Context: an optimization exercise on an open-source flow, tuned for small area, a short achievable clock period and few clock cycles. The choices shown serve that exercise and are no tape-out recipe. RTL that was checked went through simulation tests only; none was proved equivalent to the original. No functional check of the RTL was part of runs 5 and 7. No activity file was given, so power comes from the tool's default toggle rates.

## flow/flow/run.sh

```bash
#!/bin/bash
# The standard layout, with timing repair aiming for a setup slack of 6.0 ns,
# port buffers of a plain buffer cell and (if flow/abc.script exists) the
# standard synthesis with that ABC script for the combinational logic.
W=$PWD
if [ -f flow/abc.script ]; then
  {
    echo 'proc abc {args} { set i [lsearch $args -script]; lset args [expr {$i+1}] '"$W"'/flow/abc.script; yosys abc {*}$args }'
    echo "source $W/synth_recipe.tcl"
  } > synth_wrap.tcl
fi
bash standard.sh SETUP_SLACK_MARGIN=6.0  BUFFER_PORTS_ARGS=-buffer_cell\ sky130_fd_sc_hd__buf_1 finish > flow.log 2>&1
```

## flow/standard.sh

```bash
#!/bin/bash
# synth_recipe.tcl (not shown) runs the flow's synth.tcl, then flattens the netlist and writes it again
# the make line also repeats each setting of config.mk as NAME=value (left out here)
make -C /OpenROAD-flow-scripts/flow DESIGN_CONFIG=/design/flow/config.mk WORK_HOME=/design/flow/orfs CLKGATE_MAP_FILE= SYNTH_SCRIPT=/design/flow/synth_recipe.tcl "${@:-finish}"
```

## flow/config.mk

```make
export PLATFORM = sky130hd
export DESIGN_NAME = row_peak_valley_detector
export DESIGN_NICKNAME = row_peak_valley_detector
export VERILOG_FILES = /design/flow/design.v
export SDC_FILE = /design/flow/constraint.sdc
export NUM_CORES = 4
export LEC_CHECK = 0
export CAP_MARGIN = 20
export CORE_MARGIN = 2
export CORE_UTILIZATION = 40
export PLACE_DENSITY = 0.6
export SETUP_SLACK_MARGIN = 0.5
export SLEW_MARGIN = 20
```

## flow/constraint.sdc

```tcl
create_clock -name core_clock -period 10.0 [get_ports {clk}]
set_input_delay 2.0000 -clock core_clock [delete_from_list [all_inputs] [get_ports {clk}]]
set_output_delay 2.0000 -clock core_clock [all_outputs]
set_load 0.01 [all_outputs]
```

## flow/design.v

```verilog
package rpvd_pkg;
    localparam int COLUMN_BITS    = 12;
    localparam int ROW_BITS       = 12;
    localparam int VALUE_BITS     = 32;
    localparam int THRESHOLD_BITS = 31;
    localparam int BOUND_BITS     = 32;
    localparam int CFG_INDEX_BITS = 3;
    localparam int CFG_DATA_BITS  = 32;
    typedef enum logic [CFG_INDEX_BITS-1:0] {
        REG_THRESHOLD          = 3'd0,
        REG_PEAK_GATE_ENABLE   = 3'd1,
        REG_PEAK_FLOOR         = 3'd2,
        REG_VALLEY_GATE_ENABLE = 3'd3,
        REG_VALLEY_CEILING     = 3'd4
    } cfg_reg_t;
    typedef struct packed {
        logic [THRESHOLD_BITS-1:0] threshold;
        logic                      peak_gate_enable;
        logic [BOUND_BITS-1:0]     peak_floor;
        logic                      valley_gate_enable;
        logic [BOUND_BITS-1:0]     valley_ceiling;
    } cfg_t;
    typedef struct packed {
        logic                   is_valley;
        logic [COLUMN_BITS-1:0] column;
        logic [ROW_BITS-1:0]    row;
        logic [VALUE_BITS-1:0]  value;
    } result_t;
endpackage
module rpvd_cfg (
    input  logic                                clk,
    input  logic                                rst_n,
    input  logic                                cfg_valid,
    output logic                                cfg_ready,
    input  logic [rpvd_pkg::CFG_INDEX_BITS-1:0] cfg_index,
    input  logic [rpvd_pkg::CFG_DATA_BITS-1:0]  cfg_data,
    output rpvd_pkg::cfg_t                      cfg
);
    rpvd_pkg::cfg_t cfg_reg;
    logic [rpvd_pkg::CFG_DATA_BITS-1:0] data;
    logic           write;
    assign cfg_ready = 1'b1;
    assign cfg       = cfg_reg;
    assign data      = rst_n ? cfg_data : '0;
    assign write     = !rst_n || cfg_valid;
    always_ff @(posedge clk)
    begin
        if (write && (!rst_n || cfg_index == rpvd_pkg::REG_THRESHOLD))
            cfg_reg.threshold <= data[rpvd_pkg::THRESHOLD_BITS-1:0];
        if (write && (!rst_n || cfg_index == rpvd_pkg::REG_PEAK_GATE_ENABLE))
            cfg_reg.peak_gate_enable <= data[0];
        if (write && (!rst_n || cfg_index == rpvd_pkg::REG_PEAK_FLOOR))
            cfg_reg.peak_floor <= data[rpvd_pkg::BOUND_BITS-1:0];
        if (write && (!rst_n || cfg_index == rpvd_pkg::REG_VALLEY_GATE_ENABLE))
            cfg_reg.valley_gate_enable <= data[0];
        if (write && (!rst_n || cfg_index == rpvd_pkg::REG_VALLEY_CEILING))
            cfg_reg.valley_ceiling <= data[rpvd_pkg::BOUND_BITS-1:0];
    end
endmodule
module rpvd_core (
    input  logic                             clk,
    input  logic                             rst_n,
    input  logic                             sample_valid,
    output logic                             sample_ready,
    input  logic [31:0]                      sample,
    input  logic                             row_start,
    input  logic                             frame_start,
    input  rpvd_pkg::cfg_t                   cfg,
    output logic                             result_valid,
    input  logic                             result_ready,
    output logic                             is_valley,
    output logic [rpvd_pkg::COLUMN_BITS-1:0] column,
    output logic [rpvd_pkg::ROW_BITS-1:0]    row,
    output logic [rpvd_pkg::VALUE_BITS-1:0]  value
);
    logic               in_valid_reg, skid_valid_reg, ready_reg;
    logic signed [31:0] in_s, skid_s;
    logic               in_rs, in_fs, skid_rs, skid_fs;
    logic signed [31:0] a_value_reg, b_value_reg;
    logic [11:0]        a_column_reg, b_column_reg;
    logic [11:0]        column_reg, row_reg;
    logic               seek_reg;
    logic               result_valid_reg;
    logic               stall, consume, in_load, accept;
    logic               line_start;
    logic [11:0]        column_next, row_next;
    logic               beyond_a, beyond_b;
    logic               hit, gate_ok, event_valid;
    assign stall        = result_valid_reg && !result_ready;
    assign consume      = in_valid_reg && !stall;
    assign in_load      = !in_valid_reg || !stall;
    assign sample_ready = ready_reg;
    assign accept       = sample_valid && !skid_valid_reg;
    always_ff @(posedge clk or negedge rst_n)
    begin
        if (!rst_n)
        begin
            in_valid_reg   <= 1'b0;
            skid_valid_reg <= 1'b0;
            ready_reg      <= 1'b1;
        end
        else if (in_load)
        begin
            in_valid_reg   <= skid_valid_reg || accept;
            skid_valid_reg <= 1'b0;
            ready_reg      <= 1'b1;
        end
        else if (accept)
        begin
            skid_valid_reg <= 1'b1;
            ready_reg      <= 1'b0;
        end
    end
    always_ff @(posedge clk)
    begin
        if (in_load)
        begin
            if (skid_valid_reg)
            begin
                in_s  <= skid_s;
                in_rs <= skid_rs;
                in_fs <= skid_fs;
            end
            else
            begin
                in_s  <= sample;
                in_rs <= row_start;
                in_fs <= frame_start;
            end
        end
        if (!skid_valid_reg)
        begin
            skid_s  <= sample;
            skid_rs <= row_start;
            skid_fs <= frame_start;
        end
    end
    assign line_start = in_rs || in_fs;
    always_comb
    begin
        if (line_start)
            column_next = '0;
        else if (column_reg != 12'hFFF)
            column_next = column_reg + 1'b1;
        else
            column_next = column_reg;
        if (in_fs)
            row_next = '0;
        else if (in_rs && row_reg != 12'hFFF)
            row_next = row_reg + 1'b1;
        else
            row_next = row_reg;
    end
    function automatic logic carry_out(input logic [63:0] g_in, input logic [63:0] p_in);
        logic [63:0] g, p;
        g = g_in;
        p = p_in;
        for (int w = 1; w < 64; w = w * 2)
        begin
            for (int i = 0; i + w < 64; i = i + 2 * w)
            begin
                g[i] = g[i + w] | (p[i + w] & g[i]);
                p[i] = p[i + w] & p[i];
            end
        end
        carry_out = g[0];
    endfunction
    function automatic logic [1:0] order(input logic [31:0] x, input logic [31:0] y);
        logic [31:0] lt, gt;
        lt = ~x & y;
        gt = x & ~y;
        lt[31] = x[31] & ~y[31];
        gt[31] = ~x[31] & y[31];
        for (int w = 1; w < 32; w = w * 2)
        begin
            for (int i = 0; i + w < 32; i = i + 2 * w)
            begin
                lt[i] = lt[i + w] | (~gt[i + w] & lt[i]);
                gt[i] = gt[i + w] | (~lt[i + w] & gt[i]);
            end
        end
        order = {lt[0], gt[0]};
    endfunction
    function automatic logic less(input logic [31:0] x, input logic [31:0] y);
        logic [31:0] xu, yu;
        logic [63:0] g, p;
        xu = x ^ 32'h8000_0000;
        yu = y ^ 32'h8000_0000;
        g  = {32'h0000_0000, ~xu & yu};
        p  = {32'hFFFF_FFFF, ~xu | yu};
        less = carry_out(g, p);
    endfunction
    function automatic logic [1:0] hysteresis(input logic [31:0] x, input logic [30:0] t,
                                              input logic [31:0] y);
        logic [33:0] xe, te, ye, sum, cx, cy;
        logic [63:0] g, p, h, q;
        xe  = {{2{x[31]}}, x};
        te  = {3'b000, t};
        ye  = {{2{y[31]}}, y};
        sum = xe ^ te ^ ~ye;
        cx  = {(xe[32:0] & te[32:0]) | (xe[32:0] & ~ye[32:0]) | (te[32:0] & ~ye[32:0]), 1'b1};
        cy  = {(ye[32:0] & te[32:0]) | (ye[32:0] & ~xe[32:0]) | (te[32:0] & ~xe[32:0]), 1'b1};
        g   = {31'h0, sum[32:0] & cx[32:0]};
        p   = {31'h7FFF_FFFF, sum[32:0] | cx[32:0]};
        h   = {31'h0, sum[32:0] & cy[32:0]};
        q   = {31'h7FFF_FFFF, sum[32:0] | cy[32:0]};
        hysteresis = {sum[33] ^ cx[33] ^ carry_out(g, p), sum[33] ^ cy[33] ^ carry_out(h, q)};
    endfunction
    logic [1:0]  order_a, order_b;
    logic        peak_cond, valley_cond;
    logic [31:0] k_lo, k_hi;
    assign order_a     = order(in_s, a_value_reg);
    assign order_b     = order(in_s, b_value_reg);
    assign beyond_a    = seek_reg ? order_a[0] : order_a[1];
    assign beyond_b    = seek_reg ? order_b[1] : order_b[0];
    assign {peak_cond, valley_cond} = hysteresis(in_s, cfg.threshold, a_value_reg);
    assign hit         = !line_start && (seek_reg ? peak_cond : valley_cond);
    assign k_lo = seek_reg ? cfg.peak_floor : a_value_reg;
    assign k_hi = seek_reg ? a_value_reg : cfg.valley_ceiling;
    assign gate_ok  = (a_column_reg != '0)
                      && ((seek_reg ? !cfg.peak_gate_enable : !cfg.valley_gate_enable)
                          || less(k_lo, k_hi));
    assign event_valid = consume && hit && gate_ok;
    always_ff @(posedge clk or negedge rst_n)
    begin
        if (!rst_n)
        begin
            a_value_reg  <= '0;
            a_column_reg <= '0;
            b_value_reg  <= '0;
            b_column_reg <= '0;
            column_reg   <= '0;
            row_reg      <= '0;
            seek_reg     <= 1'b1;
        end
        else if (consume)
        begin
            column_reg <= column_next;
            row_reg    <= row_next;
            if (in_fs)
                seek_reg <= 1'b1;
            else if (hit)
                seek_reg <= !seek_reg;
            if (line_start || beyond_a || hit)
            begin
                a_value_reg  <= in_s;
                a_column_reg <= column_next;
            end
            if (hit)
            begin
                b_value_reg  <= a_value_reg;
                b_column_reg <= a_column_reg;
            end
            else if (line_start || beyond_b)
            begin
                b_value_reg  <= in_s;
                b_column_reg <= column_next;
            end
        end
    end
    always_ff @(posedge clk or negedge rst_n)
    begin
        if (!rst_n)
            result_valid_reg <= 1'b0;
        else if (!stall)
            result_valid_reg <= event_valid;
    end
    assign result_valid = result_valid_reg;
    assign is_valley    = seek_reg;
    assign column       = b_column_reg;
    assign row          = row_reg;
    assign value        = b_value_reg;
endmodule
module row_peak_valley_detector #(
    parameter int MAX_COLUMNS = 4096,
    parameter int MAX_ROWS    = 4096,
    parameter int SAMPLE_BITS = 32
) (
    input  logic                                clk,
    input  logic                                rst_n,
    input  logic                                cfg_valid,
    output logic                                cfg_ready,
    input  logic [rpvd_pkg::CFG_INDEX_BITS-1:0] cfg_index,
    input  logic [rpvd_pkg::CFG_DATA_BITS-1:0]  cfg_data,
    input  logic                                sample_valid,
    output logic                                sample_ready,
    input  logic [SAMPLE_BITS-1:0]              sample,
    input  logic                                row_start,
    input  logic                                frame_start,
    output logic                                result_valid,
    input  logic                                result_ready,
    output logic                                is_valley,
    output logic [rpvd_pkg::COLUMN_BITS-1:0]    column,
    output logic [rpvd_pkg::ROW_BITS-1:0]       row,
    output logic [rpvd_pkg::VALUE_BITS-1:0]     value
);
    rpvd_pkg::cfg_t cfg;
    rpvd_cfg u_cfg (
        .clk       (clk),
        .rst_n     (rst_n),
        .cfg_valid (cfg_valid),
        .cfg_ready (cfg_ready),
        .cfg_index (cfg_index),
        .cfg_data  (cfg_data),
        .cfg       (cfg)
    );
    rpvd_core u_core (
        .clk          (clk),
        .rst_n        (rst_n),
        .sample_valid (sample_valid),
        .sample_ready (sample_ready),
        .sample       (sample),
        .row_start    (row_start),
        .frame_start  (frame_start),
        .cfg          (cfg),
        .result_valid (result_valid),
        .result_ready (result_ready),
        .is_valley    (is_valley),
        .column       (column),
        .row          (row),
        .value        (value)
    );
endmodule
```

==> impl_metrics.yaml, run 1 <==
status:
  status: "complete, no violations"
synthesis:
  ys_top_cells_by_area: "edfxtp_1, dfrtp_1, fa_1"
  netlist_instances: 1387
  synth_most_common_cell: "edfxtp_1"
  synth_edf_count: 131
  synth_cell_types: 84
  yosys.area.top_type: "edfxtp_1"
  ys_top_cells_by_count: "edfxtp_1, dfrtp_1, nand2_1"
  yosys_warnings: 2
  synth_seq_area_share: 0.475
  synth.top_cell.area_share: 0.248
  synth_top_flop_cell: "edfxtp_1"
  syn_area_um2: 15900
  synth_seq_cells: 282
  async_flop_share: 0.415
  avgSynthCellArea_um2: 11.5
  syn_nets: 1527
place:
  port_buffers: 132
  place_congestion: 0.867
  dpl-instance-area_um2: 16900
  hpwl_um: 28300
detailed_routing:
  vias_per_cell: 5.36
  drtIter0Drc: 713
  firstDrtPassIters: 5
  wl_um: 40900
  ant_nets: 0
  vias: 11200
  drt-wirelength-per-cell_um: 19.6
  remaining_drc_errors: 0
critical_path:
  crit_start: "u_core.a_value_reg[2]"
  reg2reg_to: "u_core.b_value_reg[16]"
  slowest_delay_ns: 0.63
  cp.required_ns: 10.46
  endpoint_kind: "register"
  r2r_slack_ns: 6.15
  crit_fanout: 7
  worstPathCellList: "clkinvlp_4 -> fa_2 -> a2bb2oi_2 -> a311oi_1 -> a2111oi_2 -> nor2_1 -> o211a_1 -> o41ai_4 -> and3_4 -> a31o_4 -> buf_12 -> mux2_2"
  crit_path_end: "u_core.b_value_reg[16]"
  r2r-start: "u_core.a_value_reg[2]"
  critical_path.slowest_cell: "fa_2"
  crit_type: "reg -> reg"
  r2r_cells: 12
  critical_path_depth: 12
  cp_num_buf_inv: 2
  crit_family: "compound AO/OA/AOI/OAI gates"
  cp_data_arrival_time_ns: 4.31
  startpoint_type: "register"
final_layout:
  area_delta_synth_final_pct: 15.8
  nFillCells: 3668
  diodes: 0
  nNetsFinal: 1685
  largest_reg_flops: 97
  design_area_um2: 18400
  drive_gt1_frac: 0.146
floorplanning:
  num_rows: 73
  die_h_um: 203
  fp.coreArea_um2: 39500
  start_util: 0.403
  die_area_um2: 41300
  die_w_um: 203
  io_pins: 134
clock_network:
  numCtsBuffers: 31
  root_buffer: "clkbuf_16"
  clk_latency_ns: 0.58
  clockBufferDepth: 3
  ctsHoldBuffers: 0
  cts_sinks: 282
  cts_htree_levels: 1
  cts_tree: "built"
  clk_pin_slew_worst_paths_ns: 0.07
global_route:
  grt_max_degree: 155
  grt_pass1_vias: 11200
  grt.total_usage: 0.195
  antenna_found_initial: 0
  grt-ovfl-total: 0
  grt_pass1_wl_um: 63400
pwr:
  p_sw_w: 0.00165
  switching_share: 0.367
  power_density_nw_per_um2: 245
  peakVddDrop_v: 0.000143
  p_int_w: 0.00285
  pwr-share-clk: 0.275
  p_leak_nw: 7.44
  combPwrFrac: 0.374
  power.share.sequential: 0.351
sta:
  setup_violations: 0
  max_freq_ghz: 0.260
  period_share: 0.385
  finalHoldViolCount: 0
  whs_ns: 0.469
  period_minus_slack_ns: 3.85
  rsz0062_at_grt: "no"
  worstMarginPinSlew_ns: 1.07
  relSlewSlack: 0.283
  maxSlewViolCount: 0
  clock_skew_ns: 0.0229
  tns_ns: 0
hold_path:
  worstHoldPathType: "reg -> reg"
run:
  drv_cap: 0
==> metal layers <==
layer,wire (um),part of all wire,up-vias,global-route usage
met5,0,0,-,0
met4,882,0.022,0,0.0508
met3,2210,0.054,53,0.0305
met2,19800,0.48,278,0.330
met1,18100,0.44,5547,0.262
li1,-,-,5336,-
==> cell usage in the layout, fill, tap and decap left out, drive strengths merged, types with 8 or more instances in the layout <==
cell type  synthesis  final
a21o               8      8
a21oi             60     60
a22oi             12     12
a31oi             21     21
and2              35     36
and3               9      9
buf               19    159
clkbuf            20     34
clkinv             9     18
dfrtp            115    115
dfxtp             34     34
edfxtp           131    131
fa                62     62
inv               90     92
maj3              64     64
mux2              82     82
mux2i             75     75
nand2            103    103
nand2b            37     37
nand3             32     32
nor2              84     84
nor2b             33     33
nor3              19     19
o211ai            13     13
o21ai             56     56
o221ai             8      8
o22ai             24     24
o31ai             13     13
xor2              12     12
==> power by group through the flow <==
stage,clock (W),combinational [W],sequential [W]
after floorplan,0,0.00111,0.00158
after global placement,0,0.00152,0.00159
after detailed placement,0,0.00154,0.00160
after CTS,0.00127,0.00157,0.00158
after global routing,0.00132,0.00183,0.00161
final,0.00124,0.00168,0.00158
==> through the flow <==
| step | total power [W] | util | instances | setup WS [ns] |
|---|---|---|---|---|
| after floorplan | 0.00269 | - | 1387 | 5.92 |
| after global placement | 0.00311 | 0.429 | 2016 | 5.25 |
| after detailed placement | 0.00314 | 0.429 | 2016 | 5.08 |
| after CTS | 0.00442 | 0.459 | 2078 | 5.91 |
| after global routing | 0.00476 | 0.466 | 2094 | 5.98 |
| final | 0.00450 | 0.466 | 2094 | 6.15 |
==> kinds of logic after synthesis <==
group,after synthesis,share of synthesized area
and+or+nand+nor,375,0.115
AOI/OAI and AO/OA,287,0.123
DFF,282,0.475
muxes,157,0.115
buffers and inverters,138,0.0394
adders and majority gates,130,0.123
xor gates and xnor gates,17,0.00937
other,1,0.000236
==> layout make-up <==
class / count / area, um^2 / share of cell area
Sequential cell: 282 / 7550 / 0.410
Inverter: 99 / 387 / 0.0210
Multi-Input combinational cell: 971 / 7880 / 0.429
Timing Repair Buffer: 160 / 821 / 0.0446
Clock inverter: 24 / 309 / 0.0168
Tap cell: 525 / 657 / 0.0357
Clock buffer: 33 / 793 / 0.0431
==> worst min path at each step <==
stage / to / depth (start not counted) / start
4_1_cts: u_core.skid_s[5] / 1 / u_core.skid_s[5]
3_5_place_dp: u_core.skid_s[5] / 1 / u_core.skid_s[5]
3_3_place_gp: u_core.skid_s[28] / 1 / u_core.skid_s[28]
5_1_grt: u_core.skid_s[6] / 1 / u_core.skid_s[6]
6_report: u_core.skid_s[5] / 1 / u_core.skid_s[5]
2_1_floorplan: u_core.skid_s[10] / 1 / u_core.skid_s[10]
==> what timing repair did <==
item | 4_1_cts | 5_1_grt
endpoints found under the setup margin | 79 | 95
buffers inserted | 4 | 13
pin swaps | 3 | 5
gates resized for setup | 6 | 24
cloned | 1 | 3
Testbench counts, summed over its fixed seeds: cycles 64,112.
==> inputs of run 2 (changes only) <==
==> flow/flow/run.sh (replaced) <==
#!/bin/bash
# The standard layout, with timing repair aiming for a setup slack of 6.5 ns,
# port buffers of a plain buffer cell and (if flow/abc.script exists) the
# standard synthesis with that ABC script for the combinational logic.
W=$PWD
if [ -f flow/abc.script ]; then
  {
    echo 'proc abc {args} { set i [lsearch $args -script]; lset args [expr {$i+1}] '"$W"'/flow/abc.script; yosys abc {*}$args }'
    echo "source $W/synth_recipe.tcl"
  } > synth_wrap.tcl
fi
bash standard.sh SETUP_SLACK_MARGIN=6.5  BUFFER_PORTS_ARGS=-buffer_cell\ sky130_fd_sc_hd__buf_1 CTS_CLUSTER_SIZE=24 CTS_CLUSTER_DIAMETER=80 finish > flow.log 2>&1
==> impl_metrics.yaml, run 2 <==
final_layout:
  area_delta_synth_final_pct: 16.8
  diodes: 0
  nNetsFinal: 1727
  layout_commonest_cell: "edfxtp_1"
  final_cell_mix: "edfxtp_1, buf_1, nand2_1, dfrtp_1, nor2_1"
  drive_gt1_frac: 0.202
  largest_reg_flops: 97
global_route:
  grt_max_degree: 61
  grt_pass1_wl_um: 65600
  grt.total_usage: 0.204
  grt-ovfl-total: 0
  grt_pass1_vias: 11500
  antenna_found_initial: 0
critical_path:
  crit_type: "reg -> reg"
  r2r-start: "u_core.a_value_reg[26]"
  r2r_cells: 11
  cp.required_ns: 10.41
  cp_data_arrival_time_ns: 3.87
  r2r_slack_ns: 6.54
  slowest_delay_ns: 0.64
  reg2reg_to: "u_core.b_value_reg[25]"
  crit_fanout: 6
  crit_path_end: "u_core.b_value_reg[25]"
  crit_start: "u_core.a_value_reg[26]"
  startpoint_type: "register"
  worstPathCellList: "clkinvlp_4 -> fa_2 -> nor2_1 -> nor3_2 -> nand3_2 -> nand2b_4 -> o41ai_4 -> and3_4 -> a31o_4 -> buf_4 -> mux2_4"
  endpoint_kind: "register"
  critical_path.slowest_cell: "fa_2"
synthesis:
  ys_top_cells_by_area: "edfxtp_1, dfrtp_1, fa_1"
  synth_seq_cells: 282
  synth_most_common_cell: "edfxtp_1"
  syn_area_um2: 15900
  avgSynthCellArea_um2: 11.5
  synth.top_cell.area_share: 0.248
  yosys_warnings: 2
  synth_edf_count: 131
  netlist_instances: 1387
  synth_cell_types: 84
  syn_nets: 1527
  ys_top_cells_by_count: "edfxtp_1, dfrtp_1, nand2_1"
  synth_seq_area_share: 0.475
  synth_top_flop_cell: "edfxtp_1"
  yosys.area.top_type: "edfxtp_1"
  async_flop_share: 0.415
sta:
  clock_skew_ns: 0.0157
  rsz0062_at_grt: "yes"
  worstMarginPinSlew_ns: 1.01
  setup_violations: 0
  finalHoldViolCount: 0
  relSlewSlack: 0.323
  period_share: 0.346
  tns_ns: 0
  period_minus_slack_ns: 3.46
  whs_ns: 0.479
  max_freq_ghz: 0.289
  maxSlewViolCount: 0
clock_network:
  root_buffer: "clkbuf_16"
  ctsHoldBuffers: 0
  cts_tree: "built"
  clk_pin_slew_worst_paths_ns: 0.09
  numCtsBuffers: 17
  cts_htree_levels: 1
  cts_sinks: 282
  clk_latency_ns: 0.52
  clockBufferDepth: 3
hold_path:
  worstHoldPathType: "reg -> reg"
status:
  status: "complete, no violations"
place:
  place_congestion: 0.889
  hpwl_um: 28600
  port_buffers: 132
detailed_routing:
  drtIter0Drc: 704
  wl_um: 42300
  drt-wirelength-per-cell_um: 20.0
  firstDrtPassIters: 7
  remaining_drc_errors: 0
  vias: 11500
  ant_nets: 0
  vias_per_cell: 5.40
floorplanning:
  fp.coreArea_um2: 39500
  die_h_um: 203
  num_rows: 73
  die_w_um: 203
  start_util: 0.403
  die_area_um2: 41300
  io_pins: 134
run:
  drv_cap: 0
pwr:
  power_density_nw_per_um2: 227
  p_leak_nw: 7.53
  peakVddDrop_v: 0.000101
## run 2: cell counts after synthesis
No cell type changed its count.
## run 2: worst min-delay path by stage
| stage | cells after the start | end | from | slack, ns |
|---|---|---|---|---|
| 3_5_place_dp | 1 | u_core.skid_s[31] | u_core.skid_s[31] | 0.46 |
| 4_1_cts | 1 | u_core.skid_s[17] | u_core.skid_s[17] | 0.48 |
| 6_report | 1 | u_core.skid_s[18] | u_core.skid_s[18] | 0.48 |
| 2_1_floorplan | 1 | u_core.skid_s[10] | u_core.skid_s[10] | 0.45 |
| 5_1_grt | 1 | u_core.skid_s[20] | u_core.skid_s[20] | 0.49 |
| 3_3_place_gp | 1 | u_core.skid_s[21] | u_core.skid_s[21] | 0.45 |
## run 2: where the power goes
part	total, W	switching, W	internal, W
sequential	0.00157	0.000180	0.00139
clock	0.000774	0.000407	0.000367
combinational	0.00188	0.00105	0.000828
total	0.00422	0.00164	0.00258
## run 2: metal layers
layer | track usage | wire (um) | part of all wire
met1 | 0.277 | 18700 | 0.44
met4 | 0.0589 | 1250 | 0.030
met2 | 0.344 | 20300 | 0.48
met3 | 0.0244 | 2040 | 0.048
met5 | 0 | 0 | 0
## run 2: kinds of logic after synthesis
kind of cell,Yosys count,synth area share
AO/OA/AOI/OAI,287,0.123
XOR/XNOR,17,0.00937
adder cells (fa/ha/maj),130,0.123
buffers and inverters,138,0.0394
flip-flops,282,0.475
multiplexers,157,0.115
other,1,0.000236
AND/OR/NAND/NOR,375,0.115
## run 2: critical path, delay by kind of cell, from the launching register on
family / cells / cell delay (ns)
fa+ha+maj: 1 / 0.64
compound gates: 2 / 0.65
mux: 1 / 0.29
simple gates: 5 / 1.06
buf+inv: 2 / 0.30
flops: 1 / 0.40
## run 2: layout make-up
type / count / area [um^2]
clock buffers: 22 / 465
clock inverters: 7 / 91.3
fillers: 3667 / 20900
inverters: 99 / 403
multi-input cells: 971 / 8020
flip-flops and latches: 282 / 7560
well taps: 525 / 657
repair buffers: 216 / 1360
## run 2: what timing repair did
action	4_1_cts	5_1_grt
setup endpoints to repair	187	92
setup buffers	28	39
pin swaps	13	19
gates resized for setup	59	53
cloned	7	1
## run 2: per-stage QoR
step / instances / util / worst slack (ns) / instance area, um^2 / power [W]
after CTS: 2081 / 0.459 / 6.47 / 18100 / 0.00414
after global routing: 2122 / 0.470 / 6.43 / 18600 / 0.00448
after detailed placement: 2017 / 0.429 / 5.02 / 16900 / 0.00314
after global placement: 2017 / 0.429 / 5.21 / 16900 / 0.00311
after floorplan: 1387 / - / 5.92 / 15900 / 0.00269
final: 2122 / 0.470 / 6.54 / 18600 / 0.00422
==> inputs of run 3 (changes only) <==
--- a/flow/flow/run.sh
+++ b/flow/flow/run.sh
@@ -9,4 +9,4 @@
     echo "source $W/synth_recipe.tcl"
   } > synth_wrap.tcl
 fi
-bash standard.sh SETUP_SLACK_MARGIN=6.5  BUFFER_PORTS_ARGS=-buffer_cell\ sky130_fd_sc_hd__buf_1 CTS_CLUSTER_SIZE=24 CTS_CLUSTER_DIAMETER=80 finish > flow.log 2>&1
+bash standard.sh SETUP_SLACK_MARGIN=6.5  BUFFER_PORTS_ARGS=-buffer_cell\ sky130_fd_sc_hd__buf_1 finish > flow.log 2>&1
==> impl_metrics.yaml, run 3 <==
status:
  status: "complete, no violations"
global_route:
  grt.total_usage: 0.207
  grt_pass1_vias: 11700
  grt_pass1_wl_um: 66300
  antenna_found_initial: 0
  grt-ovfl-total: 0
  grt_max_degree: 61
synthesis:
  ys_top_cells_by_count: "edfxtp_1, dfrtp_1, nand2_1"
  synth_seq_cells: 282
  netlist_instances: 1387
  syn_area_um2: 15900
  synth_edf_count: 131
  yosys.area.top_type: "edfxtp_1"
  synth.top_cell.area_share: 0.248
  synth_seq_area_share: 0.475
  ys_top_cells_by_area: "edfxtp_1, dfrtp_1, fa_1"
  synth_most_common_cell: "edfxtp_1"
  synth_cell_types: 84
  synth_top_flop_cell: "edfxtp_1"
  syn_nets: 1527
  yosys_warnings: 2
  avgSynthCellArea_um2: 11.5
  async_flop_share: 0.415
sta:
  relSlewSlack: 0.341
  setup_violations: 0
  clock_skew_ns: 0.0162
  rsz0062_at_grt: "yes"
  max_freq_ghz: 0.291
  maxSlewViolCount: 0
  whs_ns: 0.471
  tns_ns: 0
  finalHoldViolCount: 0
  period_minus_slack_ns: 3.43
  period_share: 0.343
  worstMarginPinSlew_ns: 0.988
place:
  port_buffers: 132
  place_congestion: 0.889
  hpwl_um: 28600
detailed_routing:
  wl_um: 42700
  drt-wirelength-per-cell_um: 19.9
  vias: 11600
  vias_per_cell: 5.39
  remaining_drc_errors: 0
  firstDrtPassIters: 6
  ant_nets: 0
  drtIter0Drc: 716
critical_path:
  cp.required_ns: 10.40
  r2r_cells: 12
  cp_data_arrival_time_ns: 3.83
  crit_type: "reg -> reg"
  startpoint_type: "register"
  endpoint_kind: "register"
  crit_fanout: 15
clock_network:
  root_buffer: "clkbuf_16"
  cts_htree_levels: 2
  numCtsBuffers: 34
  clk_pin_slew_worst_paths_ns: 0.06
  cts_tree: "built"
  cts_sinks: 282
  clk_latency_ns: 0.52
  clockBufferDepth: 3
final_layout:
  final_cell_mix: "edfxtp_1, buf_1, nand2_1, dfrtp_1, nor2_1"
  layout_commonest_cell: "edfxtp_1"
  diodes: 0
  drive_gt1_frac: 0.210
  nNetsFinal: 1733
  largest_reg_flops: 97
  area_delta_synth_final_pct: 20.4
  nFillCells: 3599
floorplanning:
  die_h_um: 203
  io_pins: 134
  fp.coreArea_um2: 39500
  start_util: 0.403
  die_area_um2: 41300
  num_rows: 73
  die_w_um: 203
pwr:
  switching_share: 0.362
  p_leak_nw: 7.79
  p_int_w: 0.00305
  p_sw_w: 0.00172
  peakVddDrop_v: 0.0000909
  power.share.sequential: 0.331
  pwr-share-clk: 0.281
  power_density_nw_per_um2: 249
  combPwrFrac: 0.388
hold_path:
  holdPathStages: 1
  worstHoldPathType: "reg -> reg"
run:
  drv_cap: 0
run 3: cell families (layout without fill, tap and decap cells):
| family | after synthesis | count (layout) | synth area share |
|---|---|---|---|
| simple gates | 375 | 376 | 0.115 |
| fa+ha+maj | 130 | 130 | 0.123 |
| buf+inv | 138 | 365 | 0.0394 |
| other cells | 1 | 1 | 0.000236 |
| flops | 282 | 282 | 0.475 |
| mux | 157 | 157 | 0.115 |
| xor+xnor | 17 | 17 | 0.00937 |
| compound gates | 287 | 290 | 0.123 |
run 3: worst paths after layout:
check / from / slack, ns / endpoint
min reg2reg: u_core.skid_s[17] / 0.47 / u_core.skid_s[17]
min: u_core.skid_s[17] / 0.47 / u_core.skid_s[17]
max reg2reg: u_core.a_value_reg[13] / 6.57 / u_core.a_column_reg[3]
max in group asynchronous: rst_n / 7.28 / u_core.a_value_reg[19]
max: u_core.a_value_reg[13] / 6.57 / u_core.a_column_reg[3]
min in group asynchronous: rst_n / 1.50 / u_core.b_value_reg[22]
run 3: power groups by stage:
stage / registers (W) / clock network (W) / logic, W
finish: 0.00158 / 0.00134 / 0.00185
global route: 0.00161 / 0.00142 / 0.00201
CTS: 0.00158 / 0.00137 / 0.00176
detailed placement: 0.00159 / 0 / 0.00155
global placement: 0.00159 / 0 / 0.00152
floorplan: 0.00158 / 0 / 0.00111
run 3: area by class of cell:
type	count	area, um^2	share of cell area
clock inverter	20	294	0.0154
multi-input combinational	971	8000	0.418
clock buffer	41	918	0.0480
inverter	99	405	0.0212
sequential	282	7560	0.395
tap	525	657	0.0343
timing repair buffer	205	1300	0.0679
run 3: per-stage QoR:
step / setup slack, ns / power (W) / instances / util / cell area (um^2)
3_3_place_gp: 5.21 / 0.00311 / 2017 / 0.429 / 16900
6_report: 6.57 / 0.00477 / 2143 / 0.485 / 19100
4_1_cts: 6.47 / 0.00470 / 2111 / 0.476 / 18800
3_5_place_dp: 5.02 / 0.00314 / 2017 / 0.429 / 16900
5_1_grt: 6.44 / 0.00503 / 2143 / 0.485 / 19100
2_1_floorplan: 5.92 / 0.00269 / 1387 / - / 15900
run 3: per-layer routing:
metal / global-route usage / share of wire / vias up
li1: - / - / 5436
met1: 0.275 / 0.44 / 5730
met2: 0.346 / 0.48 / 316
met3: 0.0334 / 0.052 / 72
met4: 0.0691 / 0.032 / 0
met5: 0 / 0 / -
run 3: what timing repair did:
action | CTS | global route
resized for setup | 49 | 59
pin swaps | 12 | 15
gates cloned | 7 | 0
buffers inserted | 26 | 31
endpoints found under the setup margin | 187 | 93
hold buffers | 0 | 0
hold endpoints to repair | 0 | 0
run 3: critical path, stage by stage (launching register included):
cell and delay, ns:
dfrtp_1 0.46, clkinv_2 0.17, fa_1 0.55, a22oi_1 0.28
o211ai_1 0.17, a31oi_2 0.25, o22ai_1 0.12, a21oi_2 0.21
a21oi_2 0.11, and3_4 0.22, a21oi_4 0.20, buf_12 0.19
mux2_2 0.35
==> inputs of run 4 (changes only) <==
--- a/flow/flow/run.sh
+++ b/flow/flow/run.sh
@@ -9,4 +9,4 @@
     echo "source $W/synth_recipe.tcl"
   } > synth_wrap.tcl
 fi
-bash standard.sh SETUP_SLACK_MARGIN=6.5  BUFFER_PORTS_ARGS=-buffer_cell\ sky130_fd_sc_hd__buf_1 finish > flow.log 2>&1
+bash standard.sh SETUP_SLACK_MARGIN=6.5  BUFFER_PORTS_ARGS=-buffer_cell\ sky130_fd_sc_hd__buf_1 CTS_CLUSTER_SIZE=30 CTS_CLUSTER_DIAMETER=80 finish > flow.log 2>&1
==> impl_metrics.yaml, run 4 <==
status:
  status: "complete, no violations"
floorplanning:
  die_area_um2: 41300
  start_util: 0.403
  die_w_um: 203
  die_h_um: 203
  io_pins: 134
  fp.coreArea_um2: 39500
  num_rows: 73
critical_path:
  crit_start: "u_core.seek_reg"
  reg2reg_to: "u_core.a_column_reg[3]"
  r2r-start: "u_core.in_s[1]"
  cp_data_arrival_time_ns: 1.45
  crit_fanout: 16
  critical_path.slowest_cell: "dfstp_2"
  slowest_delay_ns: 0.57
  endpoint_kind: "primary output"
  crit_type: "reg -> out"
  r2r_cells: 12
  worstPathCellList: "buf_12 -> buf_2"
  cp.required_ns: 8.00
  r2r_slack_ns: 6.59
  startpoint_type: "register"
sta:
  clock_skew_ns: 0.0271
  period_share: 0.345
  setup_violations: 0
  maxSlewViolCount: 0
  finalHoldViolCount: 0
  whs_ns: 0.481
  period_minus_slack_ns: 3.45
  relSlewSlack: 0.335
  max_freq_ghz: 0.290
  worstMarginPinSlew_ns: 0.997
  rsz0062_at_grt: "no"
  tns_ns: 0
synthesis:
  netlist_instances: 1387
  synth_seq_cells: 282
  synth_edf_count: 131
  synth.top_cell.area_share: 0.248
  async_flop_share: 0.415
  synth_seq_area_share: 0.475
  syn_area_um2: 15900
  synth_cell_types: 84
  ys_top_cells_by_count: "edfxtp_1, dfrtp_1, nand2_1"
  syn_nets: 1527
  yosys.area.top_type: "edfxtp_1"
  avgSynthCellArea_um2: 11.5
  yosys_warnings: 2
  synth_top_flop_cell: "edfxtp_1"
  synth_most_common_cell: "edfxtp_1"
  ys_top_cells_by_area: "edfxtp_1, dfrtp_1, fa_1"
global_route:
  grt.total_usage: 0.203
  grt_pass1_vias: 11500
  grt-ovfl-total: 0
  grt_pass1_wl_um: 65500
  grt_max_degree: 61
  antenna_found_initial: 0
detailed_routing:
  firstDrtPassIters: 5
  met3RoutedLength_um: 2080
  vias_per_cell: 5.37
  remaining_drc_errors: 0
  drt-wirelength-per-cell_um: 20.0
  top_layer: "met4"
  ant_nets: 0
  drtIter0Drc: 718
  met2_wirelength_um: 20800
  wl_met1_um: 18500
  wl_um: 42300
  vias: 11400
final_layout:
  diodes: 0
  nNetsFinal: 1724
  fin_util: 0.471
  drive_gt1_frac: 0.201
  final_cell_mix: "edfxtp_1, buf_1, nand2_1, dfrtp_1, nor2_1"
  layout_commonest_cell: "edfxtp_1"
  area_delta_synth_final_pct: 17.0
  largest_reg_flops: 97
  design_area_um2: 18600
  layout.cells.non_filler: 2120
clock_network:
  cts_tree: "built"
  clockBufferDepth: 3
  clk_latency_ns: 0.55
  clk_pin_slew_worst_paths_ns: 0.10
  cts_sinks: 282
  cts_htree_levels: 1
  ctsHoldBuffers: 0
  root_buffer: "clkbuf_16"
  numCtsBuffers: 17
pwr:
  p_leak_nw: 7.52
  peakVddDrop_v: 0.000137
  power_density_nw_per_um2: 229
place:
  port_buffers: 132
  hpwl_um: 28600
  dpl-instance-area_um2: 16900
  dp.cells: 2017
  place_congestion: 0.889
run:
  drv_cap: 0
hold_path:
  holdPathEnd: "u_core.skid_s[26]"
  worstHoldPathType: "reg -> reg"
  min_from: "u_core.skid_s[26]"
  holdPathStages: 1
==> run 4: cell counts after synthesis <==
Identical to the previous run, type by type.
==> run 4: cell type report <==
class                           instances  area, um^2
Clock buffer                           19         464
Clock inverter                         11         139
Fill cell                            3665       20900
Inverter                               99         404
Multi-Input combinational cell        971        8000
Sequential cell                       282        7560
Tap cell                              525         657
Timing Repair Buffer                  213        1360
==> run 4: timing repair <==
| action | in CTS | in global routing |
|---|---|---|
| pin swaps | 14 | 18 |
| cloned | 7 | 2 |
| resized for setup | 55 | 49 |
| buffers inserted | 26 | 37 |
| endpoints found under the setup margin | 180 | 92 |
==> run 4: worst max-delay path: cells and delay by family (launching register included) <==
| kind | cells | cell delay, ns |
|---|---|---|
| buffers and inverters | 2 | 0.33 |
| flip-flops | 1 | 0.57 |
==> run 4: worst max path at each step <==
stage	endpoint	slack (ns)	cells past startpoint
floorplan	u_cfg.cfg_reg[0]	5.92	2
global placement	u_core.b_value_reg[23]	5.21	13
detailed placement	u_core.b_value_reg[7]	5.02	12
CTS	u_core.b_value_reg[17]	6.50	12
global route	u_core.a_value_reg[13]	6.47	12
finish	is_valley	6.55	2
==> run 4: report_power, final <==
part	total (W)	switching, W	leakage (nW)	internal [W]
logic	0.00187	0.00104	4.17	0.000823
registers	0.00157	0.000180	3.05	0.00139
clock network	0.000813	0.000448	0.296	0.000365
total	0.00425	0.00167	7.52	0.00258
==> run 4: per-layer routing <==
layer,up-vias,GRT usage
met3,54,0.0246
met1,5626,0.275
li1,5401,-
met2,304,0.348
met5,-,0
met4,0,0.0501
==> run 4: kinds of logic (layout without fill, tap and decap cells) <==
logic type | Yosys count | after routing | synth area share
adder cells (fa/ha/maj) | 130 | 130 | 0.123
AO/OA/AOI/OAI | 287 | 290 | 0.123
other | 1 | 1 | 0.000236
multiplexers | 157 | 157 | 0.115
buffers and inverters | 138 | 342 | 0.0394
flip-flops | 282 | 282 | 0.475
XOR/XNOR | 17 | 17 | 0.00937
AND/OR/NAND/NOR | 375 | 376 | 0.115
==> run 4: per-stage QoR <==
step                      setup slack (ns)  power (W)
after floorplan                       5.92    0.00269
after global placement                5.21    0.00311
after detailed placement              5.02    0.00314
after CTS                             6.50    0.00416
after global routing                  6.47    0.00451
final                                 6.55    0.00425
==> inputs of run 5 (changes only) <==
--- a/flow/design.v
+++ b/flow/design.v
@@ -81,6 +81,7 @@
     logic [11:0]        column_reg, row_reg;
     logic               seek_reg;
     logic               result_valid_reg;
+    logic               is_valley_reg;
     logic               stall, consume, in_load, accept;
     logic               line_start;
     logic [11:0]        column_next, row_next;
@@ -261,12 +262,19 @@
     always_ff @(posedge clk or negedge rst_n)
     begin
         if (!rst_n)
+        begin
             result_valid_reg <= 1'b0;
+            is_valley_reg    <= 1'b0;
+        end
         else if (!stall)
+        begin
             result_valid_reg <= event_valid;
+            if (event_valid)
+                is_valley_reg <= !seek_reg;
+        end
     end
     assign result_valid = result_valid_reg;
-    assign is_valley    = seek_reg;
+    assign is_valley    = is_valley_reg;
     assign column       = b_column_reg;
     assign row          = row_reg;
     assign value        = b_value_reg;
==> impl_metrics.yaml, run 5 <==
status:
  status: "complete, no violations"
detailed_routing:
  firstDrtPassIters: 5
  vias: 11800
  drtIter0Drc: 881
  remaining_drc_errors: 0
  drt-wirelength-per-cell_um: 21.3
  ant_nets: 0
  wl_um: 45200
  vias_per_cell: 5.56
final_layout:
  diodes: 0
  drive_gt1_frac: 0.190
  nFillCells: 3564
  nNetsFinal: 1737
  area_delta_synth_final_pct: 19.9
  largest_reg_flops: 97
  final_cell_mix: "buf_1, edfxtp_1, dfrtp_1, o21ai_0, inv_1"
global_route:
  grt.total_usage: 0.220
  grt-ovfl-total: 0
  grt_pass1_wl_um: 69500
  antenna_found_initial: 1
  grt_max_degree: 67
  grt_pass1_vias: 11900
sta:
  worstMarginPinSlew_ns: 1.14
  period_minus_slack_ns: 3.69
  max_freq_ghz: 0.271
  tns_ns: 0
  rsz0062_at_grt: "yes"
  clock_skew_ns: 0.0232
  period_share: 0.369
  setup_violations: 0
  finalHoldViolCount: 0
  maxSlewViolCount: 0
  relSlewSlack: 0.237
floorplanning:
  io_pins: 134
  die_w_um: 202
  fp.coreArea_um2: 38600
  start_util: 0.405
  num_rows: 72
  die_h_um: 202
  die_area_um2: 40600
pwr:
  power_w: 0.00405
  p_int_w: 0.00249
  power.share.sequential: 0.377
  p_sw_w: 0.00156
  pwr-share-clk: 0.208
  peakVddDrop_v: 0.000129
  combPwrFrac: 0.415
  power_density_nw_per_um2: 216
  switching_share: 0.385
  p_leak_nw: 7.25
place:
  place_congestion: 0.890
  port_buffers: 132
  hpwl_um: 29500
synthesis:
  synth_seq_cells: 283
  avgSynthCellArea_um2: 11.2
  syn_nets: 1534
  synth_seq_area_share: 0.485
  async_flop_share: 0.417
  yosys_warnings: 2
  ys_top_cells_by_count: "edfxtp_1, dfrtp_1, o21ai_0"
  synth_most_common_cell: "edfxtp_1"
  syn_area_um2: 15600
  yosys.area.top_type: "edfxtp_1"
  netlist_instances: 1394
  synth.top_cell.area_share: 0.252
  ys_top_cells_by_area: "edfxtp_1, dfrtp_1, fa_1"
  synth_top_flop_cell: "edfxtp_1"
  synth_edf_count: 131
  synth_cell_types: 80
critical_path:
  cp.required_ns: 10.42
  crit_start: "u_cfg.cfg_reg[67]"
  endpoint_kind: "register"
  startpoint_type: "register"
  r2r-start: "u_cfg.cfg_reg[67]"
  crit_type: "reg -> reg"
  cp_data_arrival_time_ns: 4.11
  crit_fanout: 8
clock_network:
  cts_tree: "built"
  clockBufferDepth: 3
  ctsHoldBuffers: 0
  cts_sinks: 283
  clk_latency_ns: 0.53
  numCtsBuffers: 19
  cts_htree_levels: 1
  root_buffer: "clkbuf_16"
  clk_pin_slew_worst_paths_ns: 0.10
hold_path:
  min_from: "u_core.skid_s[28]"
  worstHoldPathType: "reg -> reg"
run:
  drv_cap: 0
## run 5: changes by cell type after synthesis, sizes merged, moves of 8 or more
cell | before | now
a21oi | 60 | 79
inv | 90 | 102
mux2i | 75 | 49
nand2 | 103 | 70
nand2b | 37 | 29
nand3 | 32 | 21
nor2b | 33 | 25
o21ai | 56 | 112
## run 5: layer usage
layer	vias to the layer above	routed length, um	track usage
met4	2	1150	0.0528
met3	68	2970	0.0300
met5	-	13	0
met1	5893	19600	0.301
met2	386	21500	0.370
li1	5469	-	-
## run 5: power by group through the flow
stage / clock (W) / combinational [W] / sequential (W)
global route: 0.000910 / 0.00181 / 0.00155
global placement: 0 / 0.00124 / 0.00155
CTS: 0.000863 / 0.00159 / 0.00153
floorplan: 0 / 0.000863 / 0.00154
detailed placement: 0 / 0.00126 / 0.00156
finish: 0.000841 / 0.00168 / 0.00153
## run 5: logic make-up (layout without fill, tap and decap cells)
kind of cell | count (synthesis) | after routing | share of synthesized area
AO/OA/AOI/OAI | 353 | 354 | 0.144
XOR/XNOR | 15 | 15 | 0.00842
adder cells (fa/ha/maj) | 137 | 137 | 0.129
buffers and inverters | 151 | 365 | 0.0400
flip-flops | 283 | 283 | 0.485
multiplexers | 128 | 128 | 0.0887
other | 1 | 1 | 0.000240
AND/OR/NAND/NOR | 326 | 326 | 0.105
## run 5: final timing paths
kind,end,slack [ns],depth (start not counted)
setup / recovery,u_core.b_column_reg[6],6.31,14
hold / removal,u_core.skid_s[28],0.48,1
setup reg to reg,u_core.b_column_reg[6],6.31,14
hold reg to reg,u_core.skid_s[28],0.48,1
max in group asynchronous,u_core.a_value_reg[22],7.31,2
min in group asynchronous,u_core.b_value_reg[3],1.59,1
## run 5: critical path, cell delays in order, from the launching register on
cell and delay [ns]:
edfxtp_1 0.45, fa_1 0.58, inv_1 0.05, maj3_2 0.30, o211ai_1 0.19, and3_1 0.23
o21ai_2 0.08, a2111o_1 0.40, a22oi_2 0.26, buf_12 0.14, and2_4 0.16, a21oi_4 0.11
buf_6 0.17, buf_16 0.15, mux2_4 0.30
## run 5: final cells by class
class,count,area (um^2),area share
clock buffer,20,489,0.0261
sequential,283,7580,0.405
tap,518,648,0.0346
inverter,110,429,0.0229
multi-input combinational,961,7840,0.419
clock inverter,13,145,0.00776
timing repair buffer,222,1580,0.0845
## run 5: timing repair
item,in CTS,in global routing
gates resized for setup,117,50
buffers inserted,53,13
cloned,10,2
setup endpoints to repair,112,94
pin swaps,23,9
## run 5: metrics by stage
| stage | cells | setup WS [ns] | cell area, um^2 | hold WS, ns | utilization |
|---|---|---|---|---|---|
| 3_5_place_dp | 2016 | 5.23 | 16700 | 0.459 | 0.433 |
| 6_report | 2127 | 6.31 | 18700 | 0.476 | 0.485 |
| 5_1_grt | 2127 | 6.16 | 18700 | 0.491 | 0.485 |
| 2_1_floorplan | 1394 | 5.92 | 15600 | 0.446 | - |
| 3_3_place_gp | 2016 | 5.31 | 16700 | 0.452 | 0.433 |
| 4_1_cts | 2112 | 6.36 | 18400 | 0.480 | 0.478 |
==> inputs of run 6 (changes only) <==
--- a/flow/design.v
+++ b/flow/design.v
@@ -81,7 +81,6 @@
     logic [11:0]        column_reg, row_reg;
     logic               seek_reg;
     logic               result_valid_reg;
-    logic               is_valley_reg;
     logic               stall, consume, in_load, accept;
     logic               line_start;
     logic [11:0]        column_next, row_next;
@@ -262,19 +261,12 @@
     always_ff @(posedge clk or negedge rst_n)
     begin
         if (!rst_n)
-        begin
             result_valid_reg <= 1'b0;
-            is_valley_reg    <= 1'b0;
-        end
         else if (!stall)
-        begin
             result_valid_reg <= event_valid;
-            if (event_valid)
-                is_valley_reg <= !seek_reg;
-        end
     end
     assign result_valid = result_valid_reg;
-    assign is_valley    = is_valley_reg;
+    assign is_valley    = seek_reg;
     assign column       = b_column_reg;
     assign row          = row_reg;
     assign value        = b_value_reg;
==> flow/flow/run.sh (replaced) <==
#!/bin/bash
# The standard layout (standard.sh), with these changes:
# - timing repair aims for a setup slack of 6.3 ns (a 10 ns clock, so about 3.7 ns);
# - the port buffers are plain sky130_fd_sc_hd__buf_1 cells;
# - the clock tree clusters up to 30 flip-flops per leaf buffer.
# The full output of the ORFS make run goes to flow.log.
bash standard.sh SETUP_SLACK_MARGIN=6.3 "BUFFER_PORTS_ARGS=-buffer_cell sky130_fd_sc_hd__buf_1" CTS_CLUSTER_SIZE=30 CTS_CLUSTER_DIAMETER=80  finish > flow.log 2>&1
==> impl_metrics.yaml, run 6 <==
synthesis:
  syn_area_um2: 15900
  synth_most_common_cell: "edfxtp_1"
  synthSimpleGateAreaFrac: 0.115
  syn_nets: 1527
  avgSynthCellArea_um2: 11.5
  synth-xor-area-share: 0.00937
  synthMuxAreaShare: 0.115
  synth_compound_area_frac: 0.123
  synth.top_cell.area_share: 0.248
  ys_top_cells_by_count: "edfxtp_1, dfrtp_1, nand2_1"
  synth_cell_types: 84
  yosys.area.top_type: "edfxtp_1"
  synth_top_family_by_area: "compound AO/OA/AOI/OAI gates"
  async_flop_share: 0.415
  synth_fa_ha_area_frac: 0.123
  synth_edf_count: 131
  synth_seq_cells: 282
  synth_seq_area_share: 0.475
  netlist_instances: 1387
  yosys_warnings: 2
  ys_top_cells_by_area: "edfxtp_1, dfrtp_1, fa_1"
  synth_top_flop_cell: "edfxtp_1"
status:
  status: "complete, no violations"
critical_path:
  critical_path.slowest_cell: "dfstp_2"
  endpoint_kind: "primary output"
  crit_fanout: 29
  crit_type: "reg -> out"
  slowest_delay_ns: 0.67
  cp.required_ns: 8.00
  cp_data_arrival_time_ns: 1.67
  startpoint_type: "register"
  worstPathCellList: "buf_12 -> buf_1"
  r2r_slack_ns: 6.46
floorplanning:
  die_w_um: 203
  start_util: 0.403
  io_pins: 134
  fp.coreArea_um2: 39500
  num_rows: 73
  die_area_um2: 41300
  die_h_um: 203
global_route:
  antenna_found_initial: 0
  grt.total_usage: 0.200
  grt-ovfl-total: 0
  grt_pass1_wl_um: 64600
  grt_pass1_vias: 11300
  grt_max_degree: 155
pwr:
  power_density_nw_per_um2: 228
  p_leak_nw: 7.27
  peakVddDrop_v: 0.000117
run:
  drv_cap: 0
clock_network:
  cts_sinks: 282
  root_buffer: "clkbuf_16"
  clk_latency_ns: 0.53
  numCtsBuffers: 17
  cts_htree_levels: 1
  clk_pin_slew_worst_paths_ns: 0.10
  cts_tree: "built"
  clockBufferDepth: 3
sta:
  period_minus_slack_ns: 3.67
  period_share: 0.367
  worstMarginPinSlew_ns: 1.07
  relSlewSlack: 0.284
  rsz0062_at_grt: "yes"
  max_freq_ghz: 0.272
  maxSlewViolCount: 0
  setup_violations: 0
  tns_ns: 0
  finalHoldViolCount: 0
  clock_skew_ns: 0.0237
final_layout:
  nFillCells: 3682
  final_cell_mix: "buf_1, edfxtp_1, dfrtp_1, nand2_1, nor2_1"
  area_delta_synth_final_pct: 13.9
  largest_reg_flops: 97
  diodes: 0
  ff_latch_area_um2: 7550
  drive_gt1_frac: 0.159
  nNetsFinal: 1683
  multi_input_area_um2: 7950
  fin_util: 0.459
detailed_routing:
  firstDrtPassIters: 5
  vias_per_cell: 5.40
  wl_um: 41400
  vias: 11200
  drt-wirelength-per-cell_um: 19.9
  ant_nets: 0
  drtIter0Drc: 712
  remaining_drc_errors: 0
place:
  hpwl_um: 28300
  place_congestion: 0.867
  port_buffers: 132
hold_path:
  worstHoldPathType: "reg -> reg"
==> run 6: worst max-delay path, delay by kind of cell, from the launching register on <==
family | cells | cell delay (ns)
buffers and inverters | 2 | 0.46
DFF | 1 | 0.67
==> run 6: area by class of cell <==
type / count / area share
Inverter: 99 / 0.0218
Multi-Input combinational cell: 971 / 0.439
Clock buffer: 18 / 0.0243
Clock inverter: 12 / 0.00830
Timing Repair Buffer: 172 / 0.0524
Tap cell: 525 / 0.0363
Sequential cell: 282 / 0.418
==> run 6: kinds of logic after synthesis <==
logic type | Yosys count
simple gates | 375
other cells | 1
mux | 157
compound gates | 287
xor+xnor | 17
fa+ha+maj | 130
buf+inv | 138
flops | 282
==> run 6: layer usage <==
layer | up-vias | wire, um | global-route usage
li1 | 5323 | - | -
met4 | 0 | 758 | 0.0428
met3 | 48 | 2050 | 0.0281
met5 | - | 0 | 0
met1 | 5595 | 18500 | 0.274
met2 | 269 | 20100 | 0.339
==> run 6: metrics by stage <==
stage | area [um^2] | hold slack (ns) | total power [W] | setup WS [ns] | instances
after floorplan | 15900 | 0.446 | 0.00269 | 5.92 | 1387
after global placement | 16900 | 0.453 | 0.00311 | 5.25 | 2016
after detailed placement | 16900 | 0.458 | 0.00314 | 5.08 | 2016
after CTS | 17900 | 0.481 | 0.00410 | 6.30 | 2072
after global routing | 18100 | 0.500 | 0.00437 | 6.29 | 2079
final | 18100 | 0.477 | 0.00412 | 6.33 | 2079
==> run 6: power breakdown <==
group	internal (W)	leakage, nW	switching [W]
registers	0.00139	3.06	0.000193
clock network	0.000350	0.286	0.000445
logic	0.000748	3.93	0.000993
==> run 6: final timing paths <==
kind | from | end | cells past startpoint
min reg2reg | u_core.skid_s[5] | u_core.skid_s[5] | 1
max | u_core.seek_reg | is_valley | 2
max in group asynchronous | rst_n | u_core.a_value_reg[19] | 2
min in group asynchronous | rst_n | u_core.row_reg[4] | 2
max reg2reg | u_core.a_value_reg[28] | u_core.b_column_reg[6] | 12
min | u_core.skid_s[5] | u_core.skid_s[5] | 1
==> run 6: what timing repair did <==
| action | 4_1_cts | 5_1_grt |
|---|---|---|
| hold buffers | 0 | 0 |
| setup buffers | 21 | 7 |
| hold endpoints to repair | 0 | 0 |
| resized for setup | 30 | 36 |
| pin swaps | 8 | 9 |
| setup endpoints to repair | 94 | 91 |
| gates cloned | 5 | 0 |
Testbench counts of run 6, summed over its fixed seeds: cycles 64,112.
==> inputs of run 7 (changes only) <==
--- a/flow/design.v
+++ b/flow/design.v
@@ -81,6 +81,7 @@
     logic [11:0]        column_reg, row_reg;
     logic               seek_reg;
     logic               result_valid_reg;
+    logic               is_valley_reg;
     logic               stall, consume, in_load, accept;
     logic               line_start;
     logic [11:0]        column_next, row_next;
@@ -261,12 +262,19 @@
     always_ff @(posedge clk or negedge rst_n)
     begin
         if (!rst_n)
+        begin
             result_valid_reg <= 1'b0;
+            is_valley_reg    <= 1'b0;
+        end
         else if (!stall)
+        begin
             result_valid_reg <= event_valid;
+            if (event_valid)
+                is_valley_reg <= !seek_reg;
+        end
     end
     assign result_valid = result_valid_reg;
-    assign is_valley    = seek_reg;
+    assign is_valley    = is_valley_reg;
     assign column       = b_column_reg;
     assign row          = row_reg;
     assign value        = b_value_reg;
==> impl_metrics.yaml, run 7 <==
critical_path:
  startpoint_type: "register"
  slowest_delay_ns: 0.57
  crit_top_cell: "inv_2"
  crit_family: "compound AO/OA/AOI/OAI gates"
  endpoint_kind: "register"
  cp_data_arrival_time_ns: 4.14
  crit_type: "reg -> reg"
  critical_path.slowest_cell: "fa_1"
  worstPathCellList: "inv_2 -> fa_1 -> inv_2 -> maj3_2 -> o211ai_1 -> and3_1 -> o21ai_2 -> a2111o_1 -> a22oi_2 -> buf_12 -> and2_4 -> a21oi_4 -> buf_6 -> buf_16 -> mux2_4"
  r2r-start: "u_core.a_value_reg[1]"
  cp.required_ns: 10.42
  cp_num_buf_inv: 5
  crit_fanout: 8
  crit_start: "u_core.a_value_reg[1]"
final_layout:
  diodes: 0
  design_area_um2: 18700
  largest_reg_flops: 97
  nNetsFinal: 1735
  drive_gt1_frac: 0.188
  final_cell_mix: "buf_1, edfxtp_1, dfrtp_1, inv_1, o21ai_0"
  area_delta_synth_final_pct: 19.8
  layout.cells.non_filler: 2125
  nFillCells: 3578
detailed_routing:
  ant_nets: 0
  vias: 11800
  remaining_drc_errors: 0
  wl_um: 45200
  drtIter0Drc: 890
  vias_per_cell: 5.56
  firstDrtPassIters: 5
  drt-wirelength-per-cell_um: 21.3
sta:
  worstMarginPinSlew_ns: 1.08
  maxSlewViolCount: 0
  finalHoldViolCount: 0
  max_freq_ghz: 0.269
  period_share: 0.372
  setup_ws_ns: 6.28
  setup_violations: 0
  clock_skew_ns: 0.0192
  relSlewSlack: 0.280
  tns_ns: 0
  rsz0062_at_grt: "yes"
  whs_ns: 0.477
  period_minus_slack_ns: 3.72
synthesis:
  syn_nets: 1534
  synth_seq_area_share: 0.485
  synth_top_flop_cell: "edfxtp_1"
  ys_top_cells_by_area: "edfxtp_1, dfrtp_1, fa_1"
  yosys.area.top_type: "edfxtp_1"
  synth_most_common_cell: "edfxtp_1"
  synth_cell_types: 80
  yosys_warnings: 2
  netlist_instances: 1394
  synth_seq_cells: 283
  async_flop_share: 0.417
  avgSynthCellArea_um2: 11.2
  ys_top_cells_by_count: "edfxtp_1, dfrtp_1, o21ai_0"
  synth.top_cell.area_share: 0.252
  synth_edf_count: 131
  syn_area_um2: 15600
clock_network:
  root_buffer: "clkbuf_16"
  clk_pin_slew_worst_paths_ns: 0.10
  cts_htree_levels: 1
  numCtsBuffers: 19
  clockBufferDepth: 3
  cts_sinks: 283
  clk_latency_ns: 0.53
  ctsHoldBuffers: 0
  cts_tree: "built"
place:
  dp.cells: 2016
  place_ws_ns: 5.23
  place_congestion: 0.890
  dpl-instance-area_um2: 16700
  port_buffers: 132
  hpwl_um: 29500
global_route:
  grt_pass1_wl_um: 67200
  grt.total_usage: 0.212
  grt_pass1_vias: 11700
  antenna_found_initial: 1
  grt_max_degree: 67
  grt-ovfl-total: 0
pwr:
  combPwrFrac: 0.415
  p_sw_w: 0.00156
  power.share.sequential: 0.378
  p_leak_nw: 7.26
  pwr-share-clk: 0.207
  peakVddDrop_v: 0.000130
  p_int_w: 0.00249
  power_density_nw_per_um2: 217
  switching_share: 0.386
floorplanning:
  die_h_um: 202
  io_pins: 134
  start_util: 0.405
  die_w_um: 202
  fp.coreArea_um2: 38600
  num_rows: 72
  die_area_um2: 40600
hold_path:
  min_from: "u_core.skid_s[28]"
  worstHoldPathType: "reg -> reg"
status:
  status: "complete, no violations"
run:
  drv_cap: 0
run 7: changes by cell type in the layout (fill, tap and decap cells not counted), moves of 11 or more:
| cell | delta |
|---|---|
| o21ai_1 | +16 |
| maj3_2 | -11 |
| nand2_1 | -33 |
| mux2_4 | -16 |
| nand3_1 | -11 |
| a21oi_1 | +16 |
| mux2i_1 | -30 |
| buf_4 | +24 |
| maj3_1 | +18 |
| o21ai_0 | +28 |
| buf_6 | +12 |
run 7: kinds of logic (layout without fill, tap and decap cells):
| logic type | count (synthesis) | in the layout | synth area share |
|---|---|---|---|
| compound gates | 353 | 354 | 0.144 |
| simple gates | 326 | 326 | 0.105 |
| flops | 283 | 283 | 0.485 |
| buf+inv | 151 | 363 | 0.0400 |
| fa+ha+maj | 137 | 137 | 0.129 |
| mux | 128 | 128 | 0.0887 |
| xor+xnor | 15 | 15 | 0.00842 |
| other cells | 1 | 1 | 0.000240 |
run 7: per-layer routing:
layer,vias to the layer above,part of all wire,track usage
met5,-,0.00029,0
met3,70,0.061,0.0295
met2,399,0.48,0.354
met4,2,0.025,0.0491
met1,5888,0.43,0.292
li1,5462,-,-
run 7: through the flow:
step / total power [W] / utilization
CTS: 0.00385 / 0.463
finish: 0.00405 / 0.485
global route: 0.00427 / 0.485
global placement: 0.00279 / 0.433
floorplan: 0.00240 / -
detailed placement: 0.00281 / 0.433
run 7: what timing repair did:
action | CTS | global route
gates resized for setup | 46 | 132
setup buffers | 30 | 33
pin swaps | 11 | 23
gates cloned | 5 | 8
endpoints found under the setup margin | 95 | 89
run 7: power by group through the flow:
stage | registers, W | logic (W) | clock network, W
floorplan | 0.00154 | 0.000863 | 0
global placement | 0.00155 | 0.00124 | 0
detailed placement | 0.00156 | 0.00126 | 0
CTS | 0.00152 | 0.00146 | 0.000863
global route | 0.00155 | 0.00181 | 0.000909
finish | 0.00153 | 0.00168 | 0.000838
run 7: final timing paths:
| check | end | slack [ns] | depth (start not counted) |
|---|---|---|---|
| min in group asynchronous | u_core.b_value_reg[3] | 1.60 | 1 |
| max | u_core.b_value_reg[19] | 6.28 | 15 |
| min reg2reg | u_core.skid_s[28] | 0.48 | 1 |
| max reg2reg | u_core.b_value_reg[19] | 6.28 | 15 |
| min | u_core.skid_s[28] | 0.48 | 1 |
| max in group asynchronous | u_core.a_value_reg[22] | 7.01 | 2 |
run 7: layout make-up:
| class | instances | area, um^2 | share of cell area |
|---|---|---|---|
| Inverter | 110 | 433 | 0.0232 |
| Clock buffer | 20 | 489 | 0.0262 |
| Timing Repair Buffer | 220 | 1560 | 0.0834 |
| Tap cell | 518 | 648 | 0.0347 |
| Clock inverter | 13 | 145 | 0.00776 |
| Multi-Input combinational cell | 961 | 7840 | 0.419 |
| Sequential cell | 283 | 7580 | 0.405 |
run 7: worst reg2reg max path, stage by stage, from the launching register on:
cell and delay [ns]:
dfrtp_1 0.40, inv_2 0.08, fa_1 0.57, inv_2 0.04
maj3_2 0.31, o211ai_1 0.19, and3_1 0.22, o21ai_2 0.08
a2111o_1 0.45, a22oi_2 0.26, buf_12 0.14, and2_4 0.16
a21oi_4 0.10, buf_6 0.17, buf_16 0.15, mux2_4 0.30

==> re-timing with driven ports <==
In the flow no input, the clock included, has a driving cell. The finished layouts below were timed again as built, in two steps.
Step 1 (the two cells are an assumption about what drives the block):
set clk [get_ports {clk}]
set_driving_cell -lib_cell sky130_fd_sc_hd__clkbuf_16 $clk
set_driving_cell -lib_cell sky130_fd_sc_hd__buf_2 [delete_from_list [all_inputs] $clk]
Step 2, shift: input delay + t, output delay - t, t = (earliest + latest rising clock arrival at the registers) / 2. This alone moves slack from input paths to output paths.
Three values: no drivers, after step 1, after step 2; two values: the first two.
| run | shift t [ns] | setup slack, ns | hold WS [ns] | worst setup path after step 2 | worst register clock-pin slew, ns |
|---|---|---|---|---|---|
| run 1 | 0.619 | 6.152 / 6.124 / 5.792 | 0.469 / 0.469 / 0.469 | input to register | 0.07 / 0.07 |
| run 2 | 0.567 | 6.538 / 6.519 / 6.127 | 0.479 / 0.479 / 0.479 | input to register | 0.10 / 0.10 |
| run 3 | 0.567 | 6.567 / 6.535 / 6.116 | 0.471 / 0.471 / 0.471 | input to register | 0.06 / 0.06 |
| run 4 | 0.587 | 6.554 / 6.500 / 6.137 | 0.481 / 0.481 / 0.481 | input to register | 0.11 / 0.11 |
| run 5 | 0.571 | 6.307 / 6.307 / 6.192 | 0.476 / 0.476 / 0.476 | input to register | 0.10 / 0.10 |
| run 6 | 0.571 | 6.329 / 6.279 / 6.048 | 0.477 / 0.477 / 0.477 | input to register | 0.10 / 0.10 |
| run 7 | 0.570 | 6.278 / 6.278 / 5.964 | 0.477 / 0.477 / 0.477 | input to register | 0.10 / 0.10 |
After both steps setup and hold are still met in every run listed. For run 3, which loses most, drivers alone change the setup slack by -0.032 ns; drivers and shift together by -0.451 ns.
